Source: an optimization exercise on an open RTL-to-GDS flow (aim: small area). Production flows keep margins and buffers that such runs may drop. RTL that was checked went through simulation tests only; none was proved equivalent to the original. Only the layout flow was run in run 2; the RTL was not checked for function there. No activity file was given, so power comes from the tool's default toggle rates.

===== flow/run.sh =====
#!/bin/bash
# synth_recipe.tcl (not shown) runs the flow's synth.tcl, then flattens the netlist and writes it again
# the make line also repeats each setting of config.mk as NAME=value (left out here)
make -C /OpenROAD-flow-scripts/flow DESIGN_CONFIG=/design/flow/config.mk WORK_HOME=/design/flow/orfs CLKGATE_MAP_FILE= SYNTH_SCRIPT=/design/flow/synth_recipe.tcl finish

===== flow/config.mk =====
export PLATFORM = sky130hd
export DESIGN_NAME = repl_policy_array
export DESIGN_NICKNAME = repl_policy_array
export VERILOG_FILES = /design/flow/design.v
export SDC_FILE = /design/flow/constraint.sdc
export NUM_CORES = 4
export LEC_CHECK = 0
export CAP_MARGIN = 20
export CORE_MARGIN = 2
export CORE_UTILIZATION = 65
export CTS_CLUSTER_DIAMETER = 100
export CTS_CLUSTER_SIZE = 30
export PLACE_DENSITY = 0.8
export SLEW_MARGIN = 20

===== flow/constraint.sdc =====
create_clock -name core_clock -period 8.0 [get_ports {clk}]
set_input_delay 1.6000 -clock core_clock [delete_from_list [all_inputs] [get_ports {clk}]]
set_output_delay 1.6000 -clock core_clock [all_outputs]
set_load 0.01 [all_outputs]

===== flow/design.v =====
module repl_policy_array #(
    parameter int ASSOC      = 8,
    parameter int INDEX_SIZE = 7,
    parameter int POLICY     = 0
) (
    input  logic                     clk,
    input  logic                     rst_n,
    input  logic                     init_req,
    output logic                     ready,
    input  logic                     lkp_valid,
    input  logic [INDEX_SIZE-1:0]    lkp_index,
    input  logic [ASSOC-1:0]         lkp_valid_mask,
    output logic                     vic_valid,
    output logic [$clog2(ASSOC)-1:0] vic_way,
    input  logic                     upd_valid,
    input  logic [1:0]               upd_op,
    input  logic [INDEX_SIZE-1:0]    upd_index,
    input  logic [$clog2(ASSOC)-1:0] upd_way
);
    localparam int SETS = 128;
    localparam logic [15:0] INIT_CODE = 16'hfadf;
    function automatic logic [15:0] update(input logic [15:0] c, input logic demote,
                                           input logic [2:0] w);
        logic [2:0]  db [0:7];
        logic [7:0]  oh [0:7];
        logic [7:0]  noh [1:7];
        logic [8:0]  t;
        logic [7:0]  lt, gt, fa, fah;
        logic        found, eq;
        logic [2:0]  nd [1:7];
        logic [3:0]  pk;
        db[7] = c[15:13];
        db[6] = c[12:10];
        db[5] = c[9:7];
        if (c[4:3] == 2'b11) begin
            db[4] = 3'd4;
            db[2] = {1'b0, c[6:5]};
        end else begin
            db[4] = {1'b0, c[6:5]};
            db[2] = {1'b0, c[4:3]};
        end
        db[3] = {1'b0, c[2:1]};
        db[1] = {2'b0, c[0]};
        db[0] = 3'd0;
        for (int k = 0; k < 8; k++)
            for (int j = 0; j < 8; j++) oh[k][j] = (db[k] == 3'(j));
        for (int j = 0; j < 9; j++) t[j] = (j < 8) && (w > 3'(j));
        found = 1'b0;
        for (int k = 7; k >= 0; k = k - 1) begin
            lt[k] = 1'b0;
            eq    = 1'b0;
            for (int j = 0; j < 8; j++) begin
                if (oh[k][j] && t[j]) lt[k] = 1'b1;
                if (oh[k][j] && !t[j] && (j == 0 || t[j-1])) eq = 1'b1;
            end
            gt[k]  = !lt[k] && !eq;
            fa[k]  = found;
            found  = found | eq;
            fah[k] = found;
            if (lt[k]) for (int j = 0; j < 8; j++) t[j] = t[j+1];
        end
        for (int k = 1; k < 8; k++) begin
            noh[k] = oh[k];
            if (!demote) begin
                if (fah[k]) noh[k] = lt[k-1] ? oh[k-1] : {oh[k-1][6:0], 1'b0};
            end else begin
                if (k == 7) begin
                    for (int j = 0; j < 8; j++) noh[k][j] = (w == 3'(j));
                end else if (!fa[k]) begin
                    noh[k] = gt[k+1] ? {1'b0, oh[k+1][7:1]} : oh[k+1];
                end
            end
            nd[k][0] = noh[k][1] | noh[k][3] | noh[k][5] | noh[k][7];
            nd[k][1] = noh[k][2] | noh[k][3] | noh[k][6] | noh[k][7];
            nd[k][2] = noh[k][4] | noh[k][5] | noh[k][6] | noh[k][7];
        end
        pk = noh[4][4] ? {nd[2][1:0], 2'b11} : {nd[4][1:0], nd[2][1:0]};
        update = {nd[7], nd[6], nd[5], pk, nd[3][1:0], nd[1][0]};
    endfunction
    function automatic logic [2:0] first_invalid(input logic [7:0] mask);
        logic [2:0] v;
        v = '0;
        for (int i = 7; i >= 0; i = i - 1) begin
            if (!mask[i]) v = 3'(i);
        end
        first_invalid = v;
    endfunction
    function automatic logic [2:0] lru_after(input logic [15:0] c, input logic demote,
                                             input logic [2:0] w);
        logic [2:0] l, d6;
        l  = c[15:13];
        d6 = c[12:10];
        if (demote)      lru_after = w;
        else if (w == l) lru_after = (d6 >= l) ? d6 + 3'd1 : d6;
        else             lru_after = l;
    endfunction
    logic [7:0] cnt_q;
    logic       lkp_acc, upd_acc;
    assign ready   = cnt_q[7];
    assign lkp_acc = ready && lkp_valid;
    assign upd_acc = ready && upd_valid && (upd_op == 2'b01 || upd_op == 2'b10);
    always_ff @(posedge clk or negedge rst_n) begin
        if (!rst_n) begin
            cnt_q     <= '0;
            vic_valid <= 1'b0;
        end else begin
            if (init_req)       cnt_q <= '0;
            else if (!cnt_q[7]) cnt_q <= cnt_q + 1'b1;
            vic_valid <= lkp_acc;
        end
    end
    logic [15:0] st_q [SETS];
    logic        s1_v, s1_dem;
    logic [6:0]  s1_idx;
    logic [2:0]  s1_way;
    logic [15:0] s1_code, s1_next;
    logic [6:0]  l_idx_q;
    logic        l_inv_q;
    logic [2:0]  l_fi_q;
    logic [15:0] rd_code, code_in;
    logic [2:0]  lkp_lru;
    always_comb begin
        rd_code = '0;
        for (int i = 0; i < SETS; i++)
            rd_code = rd_code | ({16{upd_index == 7'(i)}} & st_q[i]);
        code_in = (s1_v && s1_idx == upd_index) ? s1_next : rd_code;
        s1_next = update(s1_code, s1_dem, s1_way);
        lkp_lru = '0;
        for (int i = 0; i < SETS; i++)
            lkp_lru = lkp_lru | ({3{l_idx_q == 7'(i)}} & st_q[i][15:13]);
        if (s1_v && s1_idx == l_idx_q) lkp_lru = lru_after(s1_code, s1_dem, s1_way);
        vic_way = l_inv_q ? l_fi_q : lkp_lru;
    end
    always_ff @(posedge clk) begin
        s1_v    <= upd_acc;
        s1_dem  <= upd_op[1];
        s1_idx  <= upd_index;
        s1_way  <= upd_way;
        s1_code <= code_in;
        l_idx_q <= lkp_index;
        l_inv_q <= !(&lkp_valid_mask);
        l_fi_q  <= first_invalid(lkp_valid_mask);
    end
    always_ff @(posedge clk) begin
        if (!ready)
            st_q[cnt_q[6:0]] <= INIT_CODE;
        else if (s1_v)
            st_q[s1_idx] <= s1_next;
    end
endmodule

==> results of run 1 <==
-- power groups by stage --
stage	Sequential (mW)	Clock, mW	Combinational (mW)
3_5_place_dp	12.2	0	0.831
3_3_place_gp	12.2	0	0.844
2_1_floorplan	12.1	0	0.474
4_1_cts	11.9	5.30	0.834
-- logic make-up after synthesis --
kind of cell / Yosys count
DFF: 2096
AOI/OAI and AO/OA: 1521
and+or+nand+nor: 1075
buffers and inverters: 276
xor gates and xnor gates: 27
muxes: 22
adders and majority gates: 13
-- metrics by stage --
step / total power [mW] / setup slack, ns
floorplan: 12.6 / 0.554
global placement: 13.0 / 1.15
detailed placement: 13.0 / 1.10
CTS: 18.0 / 1.05
-- cells in the mapped netlist (all sizes together), types with 7 or more instances --
| library cell | n |
|---|---|
| edfxtp | 2048 |
| a22oi | 653 |
| nor2 | 353 |
| a22o | 259 |
| a221oi | 256 |
| clkbuf | 230 |
| nand4 | 192 |
| nand2 | 162 |
| nand3 | 150 |
| a21oi | 66 |
| nor4 | 60 |
| o21ai | 58 |
| dfxtp | 39 |
| nor3 | 38 |
| o22ai | 36 |
| buf | 26 |
| nand2b | 22 |
| o211ai | 21 |
| xnor2 | 21 |
| inv | 20 |
| a211oi | 19 |
| a222oi | 18 |
| a31oi | 18 |
| nand3b | 17 |
| and2 | 15 |
| and3 | 15 |
| mux2i | 14 |
| or2 | 14 |
| nor2b | 12 |
| a32oi | 11 |
| ha | 11 |
| or3 | 11 |
| dfrtp | 9 |
| o31ai | 9 |
| mux2 | 8 |
| a221o | 7 |
| o221ai | 7 |
| o311ai | 7 |
| o32ai | 7 |
-- routing by layer --
layer	global-route usage	GRT overflow
met5	0.537	0
met4	0.696	3
met3	0.705	2
met2	0.875	6
met1	0.790	1
-- worst max-delay path by stage --
stage,start,to,depth (start not counted)
after floorplan,s1_code[12],st_q[0][8],16
after global placement,s1_code[12],st_q[102][0],17
after detailed placement,s1_code[12],st_q[109][0],16
after CTS,s1_code[12],st_q[105][0],16
==> flow_summary_export.csv, run 1 <==
group,metric,value,unit
clock_tree,cts_resized,0,
global_route,grt.overflow.total,12,
synthesis,synth.area.top_cells,"edfxtp_1, a22oi_1, a22o_1",
global_route,grt.total_usage,0.775,
clock_tree,hold_buffers,0,
global_route,grt_pass1_vias,66500,
synthesis,synth-xor-area-share,0.00290,
synthesis,synthSimpleGateAreaFrac,0.0648,
synthesis,synthesis.nets,5073,
floorplan,row_count,129,
place,dpl.hpwl,296,mm
synthesis,synth_top_family_by_area,"compound AO/OA/AOI/OAI gates",
floorplan,ios,37,
synthesis,synth_top_area_share,0.754,
synthesis,synth_compound_area_frac,0.147,
clock_tree,cts_sinks,2096,
clock_tree,cts_buffers,82,
synthesis,synth-edff-count,2048,
clock_tree,cts_max_path_buffers,3,
synthesis,ys_seq_elements,2096,
outcome,firstError,"[ERROR GRT-0116] Global routing finished with congestion. Check the congestion regions in the DRC Viewer.",
global_route,grt_pass1_wl,643,mm
global_route,grt_start_max_net_pins,129,
place,port_buffers,36,
clock_tree,root_buffer,"clkbuf_16",
synthesis,synth-seq-area-share,0.767,
clock_tree,htree_num_levels,3,
clock_tree,post-cts-setup-buffers,0,
floorplan,die_x,358,um
floorplan,initial_utilization,0.657,
synthesis,yosys_warnings,13,
synthesis,synth_area,81500,um2
place,dpl_cell_area,87300,um2
floorplan,die_y,358,um
synthesis,synth_fa_ha_area_frac,0.00193,
synthesis,synth_ff_type,"edfxtp_1",
outcome,flow.stopped_at,"global routing (5_1_grt)",
synthesis,synth_area_leader_cell,"edfxtp_1",
synthesis,async_reset_ff_frac,0.00429,
synthesis,muxShareOfSynthArea,0.00298,
outcome,status,"aborted with a tool error",
place,placedCellCount,6870,
synthesis,syn_area_per_cell,16.2,um2
synthesis,syn_inst,5030,
synthesis,synth_cell_types,100,
place,gp_congestion,1.24,
==> run 2: changes to the inputs <==
--- a/flow/design.v
+++ b/flow/design.v
@@ -109,42 +109,44 @@
             vic_valid <= lkp_acc;
         end
     end
-    logic [15:0] st_q [SETS];
-    logic        s1_v, s1_dem;
-    logic [6:0]  s1_idx;
-    logic [2:0]  s1_way;
-    logic [15:0] s1_code, s1_next;
+    logic        u_v_q, u_dem_q;
+    logic [6:0]  u_idx_q;
+    logic [2:0]  u_way_q;
     logic [6:0]  l_idx_q;
     logic        l_inv_q;
     logic [2:0]  l_fi_q;
-    logic [15:0] rd_code, code_in;
-    logic [2:0]  lkp_lru;
-    always_comb begin
-        rd_code = '0;
-        for (int i = 0; i < SETS; i++)
-            rd_code = rd_code | ({16{upd_index == 7'(i)}} & st_q[i]);
-        code_in = (s1_v && s1_idx == upd_index) ? s1_next : rd_code;
-        s1_next = update(s1_code, s1_dem, s1_way);
-        lkp_lru = '0;
-        for (int i = 0; i < SETS; i++)
-            lkp_lru = lkp_lru | ({3{l_idx_q == 7'(i)}} & st_q[i][15:13]);
-        if (s1_v && s1_idx == l_idx_q) lkp_lru = lru_after(s1_code, s1_dem, s1_way);
-        vic_way = l_inv_q ? l_fi_q : lkp_lru;
-    end
     always_ff @(posedge clk) begin
-        s1_v    <= upd_acc;
-        s1_dem  <= upd_op[1];
-        s1_idx  <= upd_index;
-        s1_way  <= upd_way;
-        s1_code <= code_in;
+        u_v_q   <= upd_acc;
+        u_dem_q <= upd_op[1];
+        u_idx_q <= upd_index;
+        u_way_q <= upd_way;
         l_idx_q <= lkp_index;
         l_inv_q <= !(&lkp_valid_mask);
         l_fi_q  <= first_invalid(lkp_valid_mask);
     end
+    logic [15:0]  st_q [SETS];
+    logic         sweep, we;
+    logic [6:0]   waddr;
+    logic [15:0]  wdata;
+    logic [SETS-1:0] sel;
+    logic [15:0]  upd_cur, upd_next;
+    logic [2:0]   lkp_lru;
+    assign sweep = !ready && cnt_q[6];
+    assign we    = sweep || u_v_q;
+    assign waddr = sweep ? cnt_q[6:0] : u_idx_q;
+    assign wdata = sweep ? INIT_CODE : upd_next;
+    always_comb begin
+        for (int i = 0; i < SETS; i++)
+            sel[i] = we && (waddr[5:0] == 6'(i)) && (sweep || waddr[6] == i[6]);
+        upd_cur = '0;
+        for (int i = 0; i < SETS; i++) upd_cur = upd_cur | ({16{sel[i]}} & st_q[i]);
+        upd_next = update(upd_cur, u_dem_q, u_way_q);
+        lkp_lru  = (u_v_q && u_idx_q == l_idx_q) ? lru_after(upd_cur, u_dem_q, u_way_q)
+                                                 : st_q[l_idx_q][15:13];
+        vic_way  = l_inv_q ? l_fi_q : lkp_lru;
+    end
     always_ff @(posedge clk) begin
-        if (!ready)
-            st_q[cnt_q[6:0]] <= INIT_CODE;
-        else if (s1_v)
-            st_q[s1_idx] <= s1_next;
+        for (int i = 0; i < SETS; i++)
+            if (sel[i]) st_q[i] <= wdata;
     end
 endmodule
--- a/flow/config.mk
+++ b/flow/config.mk
@@ -7,8 +7,6 @@
 export LEC_CHECK = 0
 export CAP_MARGIN = 20
 export CORE_MARGIN = 2
-export CORE_UTILIZATION = 65
-export CTS_CLUSTER_DIAMETER = 100
-export CTS_CLUSTER_SIZE = 30
-export PLACE_DENSITY = 0.8
+export CORE_UTILIZATION = 45
+export PLACE_DENSITY = 0.6
 export SLEW_MARGIN = 20
==> flow_summary_export.csv, run 2 <==
group,metric,value,unit
sta,timing.final.crit_share,1.08,
clock_tree,clock_latency,0.95,ns
drt,drt-wirelength-per-cell,47.4,um
min_path,min_path_type,"flip-flop to flip-flop",
place,gp_congestion,1.14,
synthesis,synth_top_family_by_area,"compound AO/OA/AOI/OAI gates",
sta,finClkSkew,0.0936,ns
setup_path,crit_path_top_delay_cell,"nor4_4",
drt,via_count,66400,
place,port_buffers,36,
synthesis,synth-edff-count,2048,
clock_tree,cts_max_path_buffers,3,
sta,hold_viol,0,
power_and_ir_drop,p_leak,38.5,nW
global_route,grt_pass1_vias,60200,
clock_tree,cts_buffers,211,
floorplan,core-area,183000,um2
floorplan,dieArea,188000,um2
global_route,antenna_found_initial,26,
drt,drt_iter0_markers,12900,
final_layout,top_regs,"st_q (2048), cnt_q (8)",
synthesis,synthesis.nets,5125,
final_layout,regMostFlops,"st_q",
synthesis,ys_top_cells_by_count,"edfxtp_1, a22oi_1, a22o_1",
drt,drtAntennaViolNets,0,
clock_tree,root_buffer,"clkbuf_16",
drt,first_pass_iters,8,
power_and_ir_drop,power,24.0,mW
synthesis,synth-xor-area-share,0.00210,
outcome,status,"failed layout checks",
setup_path,end_kind,"flip-flop",
final_layout,final_util,0.603,
setup_path,worstRegToRegCells,38,
synthesis,yosys_warnings,14,
final_layout,n_fill_cell,13900,
sta,drv_slew,0,
setup_path,worstPathRequired,8.68,ns
min_path,hold_depth,3,
synthesis,muxShareOfSynthArea,0.00707,
place,dp_slack,-1.19,ns
global_route,grt_pass1_wl,575,mm
synthesis,async_reset_ff_frac,0.00433,
final_layout,ff_latch_area,62200,um2
drt,post-route-drc-count,0,
synthesis,synth_fa_ha_area_frac,0.00162,
synthesis,synth_ff_type,"edfxtp_1",
power_and_ir_drop,powerDensity,217,nW/um2
final_layout,most-common-layout-cells,"edfxtp_1, buf_4, a22oi_1",
sta,post-route-min-period,8.64,ns
synthesis,yosysMostFrequentCell,"edfxtp_1",
sta,fmax,116,MHz
clock_tree,cts_sinks,2080,
synthesis,ys_seq_elements,2080,
sta,setup_viol,899,
flow_run,max_cap_viol_count,0,
synthesis,synth_area,83200,um2
setup_path,slowest_delay,0.70,ns
place,dpl.hpwl,324,mm
synthesis,synth_area_leader_cell,"edfxtp_1",
outcome,so_faults,"setup timing",
drt,via_per_inst,7.13,
synthesis,syn_inst,5083,
global_route,grt.overflow.total,0,
final_layout,largest_register_ffs,2048,
synthesis,syn_area_per_cell,16.4,um2
setup_path,critPathLaunchType,"flip-flop",
floorplan,die_y,434,um
synthesis,synth.area.top_cells,"edfxtp_1, a22oi_1, a22o_1",
clock_tree,htree_num_levels,4,
sta,fin_ws,-0.637,ns
final_layout,multiInputGateArea,21800,um2
synthesis,synth_top_area_share,0.739,
floorplan,ios,37,
sta,worstMarginPinSlew,1.30,ns
clock_tree,tritoncts,"built",
floorplan,initial_utilization,0.454,
synthesis,synth_cell_types,117,
sta,rsz0062_at_grt,"yes",
drt,drt-total-wl,442,mm
synthesis,synth_compound_area_frac,0.149,
power_and_ir_drop,vdd_drop_max,0.000233,V
floorplan,die_x,434,um
final_layout,drive_gt1_frac,0.336,
synthesis,synth-seq-area-share,0.747,
final_layout,synthToLayoutAreaGrowth,33.0,%
final_layout,nets,6693,
floorplan,row_count,157,
setup_path,worstSetupPathType,"flip-flop to flip-flop",
final_layout,mostFrequentLayoutCell,"edfxtp_1",
clock_tree,cts.clk_slew.worst_paths,0.06,ns
sta,slew_headroom,0.128,
setup_path,crit_arrival,9.32,ns
global_route,grt.total_usage,0.465,
synthesis,synthSimpleGateAreaFrac,0.0735,
clock_tree,hold_buffers,0,
global_route,grt_start_max_net_pins,109,
setup_path,cp_max_fo,7,
run 2: changes by cell type after synthesis, moves of 19 or more:
cell      before  now
a21oi_1       65   94
a222oi_1      18   63
a22oi_1      653  484
buf_2          6   48
buf_4          5   28
clkbuf_1     230  211
mux2i_1       13   34
nand4_1      191  138
nor2_1       353  143
nor3_1        37   62
nor4_1        60  108
nor4_2         0   72
run 2: routing by layer:
metal | vias to the layer above | track usage | share of wire
li1 | 25000 | - | -
met1 | 33900 | 0.608 | 0.36
met2 | 6020 | 0.651 | 0.41
met3 | 1446 | 0.146 | 0.13
met4 | 30 | 0.344 | 0.095
met5 | - | 0.00208 | 0.00055
run 2: cell type report:
type,instances,area share
Inverter,33,0.00114
Multi-Input combinational cell,2650,0.196
Tap cell,2464,0.0278
Timing Repair Buffer,1675,0.148
Clock buffer,253,0.0496
Clock inverter,143,0.0152
Antenna cell,18,0.000407
Sequential cell,2080,0.562
run 2: critical path, delay by kind of cell, from the launching register on:
| kind | cells | cell delay (ns) |
|---|---|---|
| flip-flops | 1 | 0.41 |
| multiplexers | 2 | 0.64 |
| AND/OR/NAND/NOR | 10 | 2.90 |
| AO/OA/AOI/OAI | 9 | 1.91 |
| buffers and inverters | 17 | 2.54 |
run 2: timing repair:
| action | in CTS | in global routing |
|---|---|---|
| gates resized for setup | 186 | 46 |
| cloned | 10 | 0 |
| buffers inserted | 104 | 38 |
| endpoints found under the setup margin | 1220 | 1228 |
| pin swaps | 59 | 41 |
run 2: final timing paths:
| check | to | start | slack [ns] |
|---|---|---|---|
| min in group asynchronous | vic_valid | rst_n | 1.11 |
| max | st_q[59][6] | cnt_q[7] | -0.64 |
| min reg2reg | cnt_q[4] | cnt_q[4] | 0.68 |
| max reg2reg | st_q[59][6] | cnt_q[7] | -0.64 |
| max in group asynchronous | cnt_q[6] | rst_n | 6.43 |
| min | cnt_q[4] | cnt_q[4] | 0.68 |
run 2: report_power, final:
group	internal, mW	switching [mW]	total [mW]
Combinational	0.562	0.959	1.52
Sequential	12.2	0.0194	12.2
Clock	5.78	4.52	10.3
run 2: kinds of logic (layout without fill, tap and decap cells):
kind of cell    after synthesis  in the layout
compound gates             1541           1541
xor+xnor                     20             20
simple gates               1023           1023
flops                      2080           2080
fa+ha+maj                    11             11
buf+inv                     353           2104
other cells                   0             18
mux                          55             55
run 2: metrics by stage:
step	std cells	hold slack (ns)	cell area (um2)	TNS, ns
final	9316	0.683	111000	-352.75
after floorplan	5083	0.582	84100	-2115.64
after detailed placement	8754	0.667	101000	-842.40
after global routing	9301	0.742	111000	-505.78
after global placement	8752	0.659	101000	-1551.77
after CTS	9261	0.676	110000	-232.57
==> run 3: changes to the inputs <==
--- a/flow/design.v
+++ b/flow/design.v
@@ -109,44 +109,93 @@
             vic_valid <= lkp_acc;
         end
     end
-    logic        u_v_q, u_dem_q;
-    logic [6:0]  u_idx_q;
-    logic [2:0]  u_way_q;
+    logic [15:0] st_q [SETS];
+    logic        s1_v, s1_dem;
+    logic [6:0]  s1_idx;
+    logic [2:0]  s1_way;
+    logic [15:0] s1_code, s1_next;
     logic [6:0]  l_idx_q;
     logic        l_inv_q;
     logic [2:0]  l_fi_q;
+    logic [15:0] rd_code, code_in;
+    logic [2:0]  lkp_lru, lkp_rd;
+    logic [SETS-1:0] rsel_u, rsel_l;
+    always_comb begin
+        for (int i = 0; i < SETS; i++) begin
+            rsel_u[i] = (upd_index == 7'(i));
+            rsel_l[i] = (l_idx_q == 7'(i));
+        end
+    end
+    for (genvar b = 0; b < 16; b++) begin : g_rdu
+        logic [SETS-1:0] col;
+        for (genvar i = 0; i < SETS; i++) begin : g_c
+            assign col[i] = st_q[i][b];
+        end
+        rpa_rd128 u (.d(col), .s(rsel_u), .y(rd_code[b]));
+    end
+    for (genvar b = 0; b < 3; b++) begin : g_rdl
+        logic [SETS-1:0] col;
+        for (genvar i = 0; i < SETS; i++) begin : g_c
+            assign col[i] = st_q[i][13 + b];
+        end
+        rpa_rd128 u (.d(col), .s(rsel_l), .y(lkp_rd[b]));
+    end
+    always_comb begin
+        code_in = (s1_v && s1_idx == upd_index) ? s1_next : rd_code;
+        s1_next = update(s1_code, s1_dem, s1_way);
+        lkp_lru = (s1_v && s1_idx == l_idx_q) ? lru_after(s1_code, s1_dem, s1_way) : lkp_rd;
+        vic_way = l_inv_q ? l_fi_q : lkp_lru;
+    end
     always_ff @(posedge clk) begin
-        u_v_q   <= upd_acc;
-        u_dem_q <= upd_op[1];
-        u_idx_q <= upd_index;
-        u_way_q <= upd_way;
+        s1_v    <= upd_acc;
+        s1_dem  <= upd_op[1];
+        s1_idx  <= upd_index;
+        s1_way  <= upd_way;
+        s1_code <= code_in;
         l_idx_q <= lkp_index;
         l_inv_q <= !(&lkp_valid_mask);
         l_fi_q  <= first_invalid(lkp_valid_mask);
     end
-    logic [15:0]  st_q [SETS];
-    logic         sweep, we;
-    logic [6:0]   waddr;
-    logic [15:0]  wdata;
-    logic [SETS-1:0] sel;
-    logic [15:0]  upd_cur, upd_next;
-    logic [2:0]   lkp_lru;
-    assign sweep = !ready && cnt_q[6];
-    assign we    = sweep || u_v_q;
-    assign waddr = sweep ? cnt_q[6:0] : u_idx_q;
-    assign wdata = sweep ? INIT_CODE : upd_next;
-    always_comb begin
-        for (int i = 0; i < SETS; i++)
-            sel[i] = we && (waddr[5:0] == 6'(i)) && (sweep || waddr[6] == i[6]);
-        upd_cur = '0;
-        for (int i = 0; i < SETS; i++) upd_cur = upd_cur | ({16{sel[i]}} & st_q[i]);
-        upd_next = update(upd_cur, u_dem_q, u_way_q);
-        lkp_lru  = (u_v_q && u_idx_q == l_idx_q) ? lru_after(upd_cur, u_dem_q, u_way_q)
-                                                 : st_q[l_idx_q][15:13];
-        vic_way  = l_inv_q ? l_fi_q : lkp_lru;
-    end
     always_ff @(posedge clk) begin
-        for (int i = 0; i < SETS; i++)
-            if (sel[i]) st_q[i] <= wdata;
-    end
-endmodule
+        if (!ready)
+            st_q[cnt_q[6:0]] <= INIT_CODE;
+        else if (s1_v)
+            st_q[s1_idx] <= s1_next;
+    end
+endmodule
+module rpa_aoi222 (input logic a1, a2, b1, b2, c1, c2, output logic y);
+    assign y = ~((a1 & a2) | (b1 & b2) | (c1 & c2));
+endmodule
+module rpa_aoi22 (input logic a1, a2, b1, b2, output logic y);
+    assign y = ~((a1 & a2) | (b1 & b2));
+endmodule
+module rpa_nand4 (input logic a, b, c, d, output logic y);
+    assign y = ~(a & b & c & d);
+endmodule
+module rpa_nand3 (input logic a, b, c, output logic y);
+    assign y = ~(a & b & c);
+endmodule
+module rpa_nor4 (input logic a, b, c, d, output logic y);
+    assign y = ~(a | b | c | d);
+endmodule
+module rpa_nor3 (input logic a, b, c, output logic y);
+    assign y = ~(a | b | c);
+endmodule
+module rpa_rd128 (input logic [127:0] d, input logic [127:0] s, output logic y);
+    logic [42:0] a;    
+    logic [10:0] n;    
+    logic [2:0]  r;    
+    for (genvar g = 0; g < 42; g++) begin : g_a
+        rpa_aoi222 u (.a1(d[3*g]), .a2(s[3*g]), .b1(d[3*g+1]), .b2(s[3*g+1]),
+                      .c1(d[3*g+2]), .c2(s[3*g+2]), .y(a[g]));
+    end
+    rpa_aoi22 u_a42 (.a1(d[126]), .a2(s[126]), .b1(d[127]), .b2(s[127]), .y(a[42]));
+    for (genvar g = 0; g < 10; g++) begin : g_n
+        rpa_nand4 u (.a(a[4*g]), .b(a[4*g+1]), .c(a[4*g+2]), .d(a[4*g+3]), .y(n[g]));
+    end
+    rpa_nand3 u_n10 (.a(a[40]), .b(a[41]), .c(a[42]), .y(n[10]));
+    rpa_nor4 u_r0 (.a(n[0]), .b(n[1]), .c(n[2]), .d(n[3]), .y(r[0]));
+    rpa_nor4 u_r1 (.a(n[4]), .b(n[5]), .c(n[6]), .d(n[7]), .y(r[1]));
+    rpa_nor3 u_r2 (.a(n[8]), .b(n[9]), .c(n[10]), .y(r[2]));
+    rpa_nand3 u_y (.a(r[0]), .b(r[1]), .c(r[2]), .y(y));
+endmodule
--- a/flow/config.mk
+++ b/flow/config.mk
@@ -7,6 +7,10 @@
 export LEC_CHECK = 0
 export CAP_MARGIN = 20
 export CORE_MARGIN = 2
-export CORE_UTILIZATION = 45
-export PLACE_DENSITY = 0.6
+export CORE_UTILIZATION = 55
+export CTS_CLUSTER_DIAMETER = 100
+export CTS_CLUSTER_SIZE = 30
+export PLACE_DENSITY = 0.7
 export SLEW_MARGIN = 20
+export SYNTH_HIERARCHICAL = 1
+export SYNTH_MINIMUM_KEEP_SIZE = 0
==> flow_summary_export.csv, run 3 <==
group,metric,value,unit
outcome,status,"timing/DRC/antenna clean",
setup_path,worstSetupPathType,"flip-flop to primary output",
setup_path,worstPathRequired,6.40,ns
sta,fmax,138,MHz
clock_tree,cts_sinks,2096,
synthesis,synth_area_leader_cell,"edfxtp_1",
sta,drv_slew,0,
synthesis,synthesis.nets,4491,
place,gp_congestion,0.991,
sta,post-route-min-period,7.27,ns
flow_run,max_cap_viol_count,0,
final_layout,top_regs,"st_q (2048), s1_code (16), cnt_q (8)",
drt,via_per_inst,7.52,
floorplan,row_count,139,
power_and_ir_drop,powerDensity,205,nW/um2
sta,fin_tns_setup,0,ns
final_layout,final_util,0.603,
sta,finClkSkew,0.0605,ns
place,port_buffers,36,
drt,post-route-drc-count,0,
drt,drt-wirelength-per-cell,35.5,um
clock_tree,post-cts-setup-buffers,0,
setup_path,critPathLaunchType,"flip-flop",
drt,drt_iter0_markers,11600,
drt,drt-total-wl,237,mm
drt,drtAntennaViolNets,0,
clock_tree,cts_resized,0,
min_path,min_path_type,"flip-flop to flip-flop",
floorplan,core-area,143000,um2
min_path,holdCritStartpoint,"cnt_q[6]",
power_and_ir_drop,p_leak,30.2,nW
clock_tree,htree_num_levels,3,
global_route,grt_start_max_net_pins,129,
global_route,grt_pass1_wl,333,mm
setup_path,r2r_setup_slack,0.93,ns
clock_tree,cts.clk_slew.worst_paths,0.12,ns
place,dpl_cell_area,84100,um2
global_route,grt.overflow.total,0,
setup_path,r2r_end,"st_q[22][6]",
synthesis,syn_area_per_cell,17.8,um2
final_layout,nets,4794,
final_layout,drive_gt1_frac,0.122,
min_path,holdPathEnd,"cnt_q[6]",
clock_tree,clock_latency,0.77,ns
floorplan,ios,37,
synthesis,yosys_warnings,19,
final_layout,mostFrequentLayoutCell,"edfxtp_1",
sta,rsz0062_at_grt,"no",
synthesis,ys_seq_elements,2096,
clock_tree,hold_buffers,0,
setup_path,cp_max_fo,8,
setup_path,worstRegToRegCells,18,
synthesis,yosysMostFrequentCell,"edfxtp_1",
synthesis,synth_ff_type,"edfxtp_1",
synthesis,synth_cell_types,102,
drt,via_count,50300,
final_layout,largest_register_ffs,2048,
final_layout,regMostFlops,"st_q",
floorplan,die_x,384,um
clock_tree,cts_max_path_buffers,3,
synthesis,synth.area.top_cells,"edfxtp_1, a222oi_1, nor2_1",
global_route,grt.total_usage,0.316,
floorplan,die_y,384,um
sta,hold_viol,0,
synthesis,ys_top_cells_by_count,"edfxtp_1, a222oi_1, nor2_1",
setup_path,crit_arrival,5.67,ns
synthesis,synth_area,79400,um2
global_route,grt_pass1_vias,46400,
sta,timing.final.crit_share,0.909,
setup_path,r2r_start,"s1_code[15]",
synthesis,syn_inst,4449,
floorplan,dieArea,147000,um2
sta,worstMarginPinSlew,1.28,ns
final_layout,synthToLayoutAreaGrowth,9.04,%
clock_tree,root_buffer,"clkbuf_16",
min_path,hold_depth,2,
synthesis,synth-seq-area-share,0.787,
final_layout,most-common-layout-cells,"edfxtp_1, a222oi_1, nor2_1",
global_route,antenna_found_initial,8,
setup_path,end_kind,"primary output",
clock_tree,cts_buffers,82,
sta,setup_viol,0,
drt,first_pass_iters,14,
place,dpl.hpwl,149,mm
floorplan,initial_utilization,0.553,
final_layout,design_area,86600,um2
sta,slew_headroom,0.146,
clock_tree,tritoncts,"built",
synthesis,async_reset_ff_frac,0.00429,
power_and_ir_drop,vdd_drop_max,0.000210,V
synthesis,synth_top_area_share,0.775,
synthesis,synth-edff-count,2048,
==> run 3: cell types whose count changed after synthesis, moves of 36 or more <==
cell      change
nand4_1      +62
a21oi_1      -57
nor2_1      +328
a221oi_1    -246
nor4_1      -107
buf_2        -40
a222oi_1    +735
clkbuf_1    -136
o22ai_1      -36
nand3_1      -66
a22o_1      -269
a22oi_1     -478
==> run 3: stage by stage <==
stage,instances,hold slack [ns],worst slack [ns],total power [mW]
5_1_grt,6686,0.681,0.552,18.2
2_1_floorplan,4449,0.551,0.245,12.6
3_5_place_dp,6569,0.605,0.879,12.8
4_1_cts,6684,0.649,0.854,17.8
6_report,6694,0.653,0.730,17.8
3_3_place_gp,6568,0.601,1.01,12.8
==> run 3: power by group <==
part | switching, mW | internal [mW] | total (mW)
Sequential | 0.0332 | 11.9 | 11.9
Clock | 3.21 | 1.96 | 5.17
Combinational | 0.474 | 0.204 | 0.678
==> run 3: modules after synthesis (local to each module, per instance), excerpt <==
module / cell area, um2 / copies in the design / flops+latches
rpa_aoi22: 12.5 / 19 / 0
rpa_nor3: 10.0 / 19 / 0
rpa_aoi222: 10.0 / 798 / 0
rpa_nand4: 6.26 / 190 / 0
rpa_nor4: 12.5 / 38 / 0
repl_policy_array: 69100 / 1 / 2096
==> run 3: kinds of logic after synthesis <==
| group | count (synthesis) | synth area share |
|---|---|---|
| adder cells (fa/ha/maj) | 12 | 0.00184 |
| flip-flops | 2096 | 0.787 |
| XOR/XNOR | 31 | 0.00342 |
| multiplexers | 24 | 0.00322 |
| AO/OA/AOI/OAI | 1071 | 0.128 |
| AND/OR/NAND/NOR | 1097 | 0.0699 |
| buffers and inverters | 118 | 0.00629 |
==> run 3: final cells by class <==
type,instances,area (um2)
multi-input cells,2235,16700
inverters,21,78.8
repair buffers,316,2520
clock inverters,13,229
well taps,1903,2380
diodes,8,20.0
fillers,10300,56900
clock buffers,102,2130
flip-flops and latches,2096,62500
==> run 3: worst max-delay path by stage <==
stage	start	end	slack, ns	depth (start not counted)
6_report	l_idx_q[3]	vic_way[2]	0.73	11
5_1_grt	s1_code[15]	st_q[98][2]	0.55	18
4_1_cts	s1_code[15]	st_q[12][6]	0.85	17
3_5_place_dp	s1_code[15]	st_q[14][6]	0.88	17
3_3_place_gp	s1_code[15]	st_q[19][6]	1.01	17
2_1_floorplan	s1_code[12]	st_q[0][5]	0.25	22
==> run 3: critical path, cell delays in order, from the launching register on <==
cell and delay [ns]:
dfxtp_1 0.52, nor2b_1 0.18, nand2_1 0.90, nor2_1 0.22
a222oi_1 0.53, nand4_1 0.43, nor4_2 0.69, nand3_1 0.30
nor2b_1 0.23, a31oi_1 0.28, o21ai_0 0.13, clkdlybuf4s50_1 0.49
==> run 3: per-layer routing <==
metal | track usage | vias up | wire length [um]
li1 | - | 20400 | -
met4 | 0.125 | 8 | 10900
met2 | 0.466 | 3979 | 105000
met3 | 0.0841 | 576 | 35800
met5 | 0 | - | 44
met1 | 0.452 | 25400 | 86300
==> run 4: changes to the inputs <==
--- a/flow/design.v
+++ b/flow/design.v
@@ -23,7 +23,6 @@
                                            input logic [2:0] w);
         logic [2:0]  db [0:7];
         logic [7:0]  oh [0:7];
-        logic [7:0]  noh [1:7];
         logic [8:0]  t;
         logic [7:0]  lt, gt, fa, fah;
         logic        found, eq;
@@ -60,21 +59,15 @@
             if (lt[k]) for (int j = 0; j < 8; j++) t[j] = t[j+1];
         end
         for (int k = 1; k < 8; k++) begin
-            noh[k] = oh[k];
+            nd[k] = db[k];
             if (!demote) begin
-                if (fah[k]) noh[k] = lt[k-1] ? oh[k-1] : {oh[k-1][6:0], 1'b0};
+                if (fah[k]) nd[k] = db[k-1] + 3'(!lt[k-1]);
             end else begin
-                if (k == 7) begin
-                    for (int j = 0; j < 8; j++) noh[k][j] = (w == 3'(j));
-                end else if (!fa[k]) begin
-                    noh[k] = gt[k+1] ? {1'b0, oh[k+1][7:1]} : oh[k+1];
-                end
+                if (k == 7) nd[k] = w;
+                else if (!fa[k]) nd[k] = db[k+1] - 3'(gt[k+1]);
             end
-            nd[k][0] = noh[k][1] | noh[k][3] | noh[k][5] | noh[k][7];
-            nd[k][1] = noh[k][2] | noh[k][3] | noh[k][6] | noh[k][7];
-            nd[k][2] = noh[k][4] | noh[k][5] | noh[k][6] | noh[k][7];
         end
-        pk = noh[4][4] ? {nd[2][1:0], 2'b11} : {nd[4][1:0], nd[2][1:0]};
+        pk = nd[4][2] ? {nd[2][1:0], 2'b11} : {nd[4][1:0], nd[2][1:0]};
         update = {nd[7], nd[6], nd[5], pk, nd[3][1:0], nd[1][0]};
     endfunction
     function automatic logic [2:0] first_invalid(input logic [7:0] mask);
==> flow_summary_export.csv, run 4 <==
group,metric,value,unit
outcome,status,"timing/DRC/antenna clean",
synthesis,syn_inst,4316,
synthesis,synth_top_area_share,0.781,
sta,fin_ws,0.515,ns
clock_tree,cts.clk_slew.worst_paths,0.12,ns
drt,via_count,49300,
clock_tree,post-cts-setup-buffers,0,
clock_tree,root_buffer,"clkbuf_16",
clock_tree,cts_max_path_buffers,3,
power_and_ir_drop,combPwrFrac,0.038,
clock_tree,hold_buffers,0,
power_and_ir_drop,pwr-share-seq,0.670,
drt,first_pass_iters,14,
setup_path,cp_max_fo,38,
sta,rsz0062_at_grt,"no",
sta,worstMarginPinSlew,1.32,ns
flow_run,max_cap_viol_count,0,
sta,finClkSkew,0.0606,ns
power_and_ir_drop,clkPwrFrac,0.292,
global_route,antenna_found_initial,12,
final_layout,n_fill_cell,10100,
floorplan,die_x,382,um
final_layout,largest_register_ffs,2048,
min_path,holdCritStartpoint,"cnt_q[6]",
final_layout,drive_gt1_frac,0.127,
synthesis,muxShareOfSynthArea,0.00540,
final_layout,most-common-layout-cells,"edfxtp_1, a222oi_1, nor2_1",
clock_tree,tritoncts,"built",
power_and_ir_drop,switchingPower,3.71,mW
floorplan,core-area,142000,um2
synthesis,yosys_warnings,18,
setup_path,worstPathRequired,8.45,ns
synthesis,synth_area_leader_cell,"edfxtp_1",
sta,fin_tns_setup,0,ns
place,dpl.hpwl,153,mm
synthesis,synth-edff-count,2048,
clock_tree,cts_buffers,83,
floorplan,ios,37,
clock_tree,clock_latency,0.77,ns
synthesis,synthesis.nets,4375,
drt,via_per_inst,7.48,
setup_path,worstSetupPathType,"flip-flop to flip-flop",
final_layout,regMostFlops,"st_q",
final_layout,mostFrequentLayoutCell,"edfxtp_1",
synthesis,syn_area_per_cell,18.2,um2
floorplan,row_count,138,
setup_path,end_kind,"flip-flop",
power_and_ir_drop,p_sw_frac,0.209,
synthesis,ys_seq_elements,2096,
setup_path,cp-startpoint,"s1_way[2]",
floorplan,die_y,382,um
power_and_ir_drop,powerDensity,206,nW/um2
sta,post-route-min-period,7.49,ns
place,port_buffers,36,
floorplan,dieArea,146000,um2
global_route,grt.total_usage,0.321,
sta,timing.final.crit_share,0.936,
synthesis,synth-xor-area-share,0.00378,
setup_path,crit_arrival,7.94,ns
place,dp_slack,0.597,ns
setup_path,critPathLaunchType,"flip-flop",
drt,drtAntennaViolNets,0,
global_route,grt_pass1_wl,335,mm
clock_tree,htree_num_levels,3,
setup_path,r2r_start,"s1_way[2]",
synthesis,synth.area.top_cells,"edfxtp_1, a222oi_1, nor2_1",
synthesis,async_reset_ff_frac,0.00429,
power_and_ir_drop,p_leak,30.3,nW
clock_tree,cts_sinks,2096,
final_layout,top_regs,"st_q (2048), s1_code (16), cnt_q (8)",
drt,drt_iter0_markers,11200,
final_layout,synthToLayoutAreaGrowth,9.43,%
place,gp_congestion,1.01,
sta,fmax,134,MHz
drt,drt-wirelength-per-cell,36.2,um
clock_tree,cts_resized,0,
global_route,grt_start_max_net_pins,94,
sta,slew_headroom,0.121,
synthesis,synth_compound_area_frac,0.121,
floorplan,initial_utilization,0.555,
drt,post-route-drc-count,0,
synthesis,synth_top_family_by_area,"compound AO/OA/AOI/OAI gates",
synthesis,synth_area,78700,um2
synthesis,yosysMostFrequentCell,"edfxtp_1",
synthesis,synth_fa_ha_area_frac,0.00442,
drt,drt-total-wl,239,mm
sta,hold_viol,0,
global_route,grt_pass1_vias,45800,
synthesis,synth_ff_type,"edfxtp_1",
power_and_ir_drop,intPower,14.1,mW
sta,setup_viol,0,
final_layout,nets,4732,
synthesis,synth-seq-area-share,0.794,
sta,drv_slew,0,
global_route,grt.overflow.total,0,
min_path,min_path_type,"flip-flop to flip-flop",
power_and_ir_drop,vdd_drop_max,0.000186,V
synthesis,synthSimpleGateAreaFrac,0.0662,
synthesis,synth_cell_types,85,
synthesis,ys_top_cells_by_count,"edfxtp_1, a222oi_1, nor2_1",
## run 4: cell types whose count changed after synthesis, sizes merged, moves of 8 or more
cell and change:
nor3 -11, nand3 -14, o21ai -11, nand2 -34, clkbuf -12, nor2 -19
ha +17, mux2 +12, a221oi -8, buf -10
## run 4: final timing paths
path	endpoint	slack, ns	depth (start not counted)
worst max-delay path	st_q[21][6]	0.51	19
worst min-delay path	cnt_q[6]	0.64	2
worst max register to register	st_q[21][6]	0.51	19
worst min register to register	cnt_q[6]	0.64	2
max in group asynchronous	cnt_q[1]	6.52	1
min in group asynchronous	cnt_q[2]	1.14	1
## run 4: power groups by stage
stage	Combinational [mW]	Sequential (mW)	Clock (mW)
final	0.677	11.9	5.19
after global routing	0.705	11.9	5.56
after CTS	0.644	11.9	5.22
after detailed placement	0.641	12.2	0
after global placement	0.647	12.2	0
after floorplan	0.399	12.1	0
## run 4: cells by family (layout without fill, tap and decap cells)
family | after synthesis | after routing
flip-flops | 2096 | 2096
AND/OR/NAND/NOR | 1014 | 1015
AO/OA/AOI/OAI | 1003 | 1003
buffers and inverters | 102 | 487
multiplexers | 39 | 39
XOR/XNOR | 34 | 34
adder cells (fa/ha/maj) | 28 | 28
other | 0 | 5
## run 4: through the flow
step	hold slack [ns]	area (um2)	instances	power, mW	utilization
3_3_place_gp	0.589	83700	6474	12.8	0.591
2_1_floorplan	0.559	78700	4316	12.5	-
3_5_place_dp	0.600	83700	6474	12.8	0.591
6_report	0.641	86200	6597	17.8	0.608
4_1_cts	0.630	86100	6588	17.8	0.607
5_1_grt	0.661	86100	6592	18.2	0.608
## run 4: per-module statistics from Yosys (local to each module, per instance), a selection
module | cells | cell area, um2
repl_policy_array | 3214 | 68500
rpa_aoi22 | 1 | 12.5
rpa_aoi222 | 1 | 10.0
rpa_nand3 | 1 | 5.00
rpa_nand4 | 1 | 6.26
rpa_nor3 | 1 | 10.0
rpa_nor4 | 1 | 12.5
## run 4: area by class of cell
type,instances,area (um2),area share
clock inverter,12,174,0.00202
timing repair buffer,346,2760,0.0320
inverter,27,101,0.00118
antenna,5,12.5,0.000145
tap,1890,2360,0.0274
clock buffer,102,2170,0.0252
multi-input combinational,2119,16100,0.187
sequential,2096,62500,0.726
## run 4: metal layers
metal / vias up / part of all wire / track usage
met5: - / 0.0011 / 0.00661
met4: 10 / 0.035 / 0.106
met3: 431 / 0.16 / 0.101
met2: 4108 / 0.43 / 0.461
met1: 24800 / 0.37 / 0.468
li1: 20000 / - / -
## run 4: critical path: stages, from the launching register on
cell,delay (ns)
dfxtp_1,0.67
nand2_1,0.24
nor4_4,0.58
a22oi_2,0.22
nand2_2,0.28
inv_2,0.18
o21ai_2,0.31
or3_1,0.21
nand2_1,0.17
inv_2,0.17
mux2_2,0.39
nor3_4,0.33
mux2_1,0.40
a211oi_1,0.54
o32ai_1,0.25
nor4b_4,0.48
a211oi_1,0.20
o211ai_2,0.54
nand3_4,0.56
buf_4,0.45

==> static timing again, ports no longer ideal <==
How much do the figures lean on ideal ports? The routed layouts below were timed once more, with nothing changed but the port constraints. Step 1 sets driving cells, clkbuf_16 on the clock port and buf_2 on the other inputs (assumed; they add their load-dependent delay and slew). Step 2, shift: input delay + t, output delay - t, t = (earliest + latest rising clock arrival at the registers) / 2. This alone moves slack from input paths to output paths. Three values: ideal, step 1, step 2; two values: the first two.
| run | t, ns | setup slack, ns | worst setup path after step 2 | worst register clock-pin slew, ns | cell pins on the clock port's net |
|---|---|---|---|---|---|
| run 2 | 1.018 | -0.637 / -0.637 / -0.637 | register to register | 0.07 / 0.07 | 1 |
| run 3 | 0.829 | 0.730 / 0.644 / 0.933 | register to register | 0.12 / 0.12 | 1 |
| run 4 | 0.821 | 0.515 / 0.515 / 0.515 | register to register | 0.12 / 0.12 | 1 |
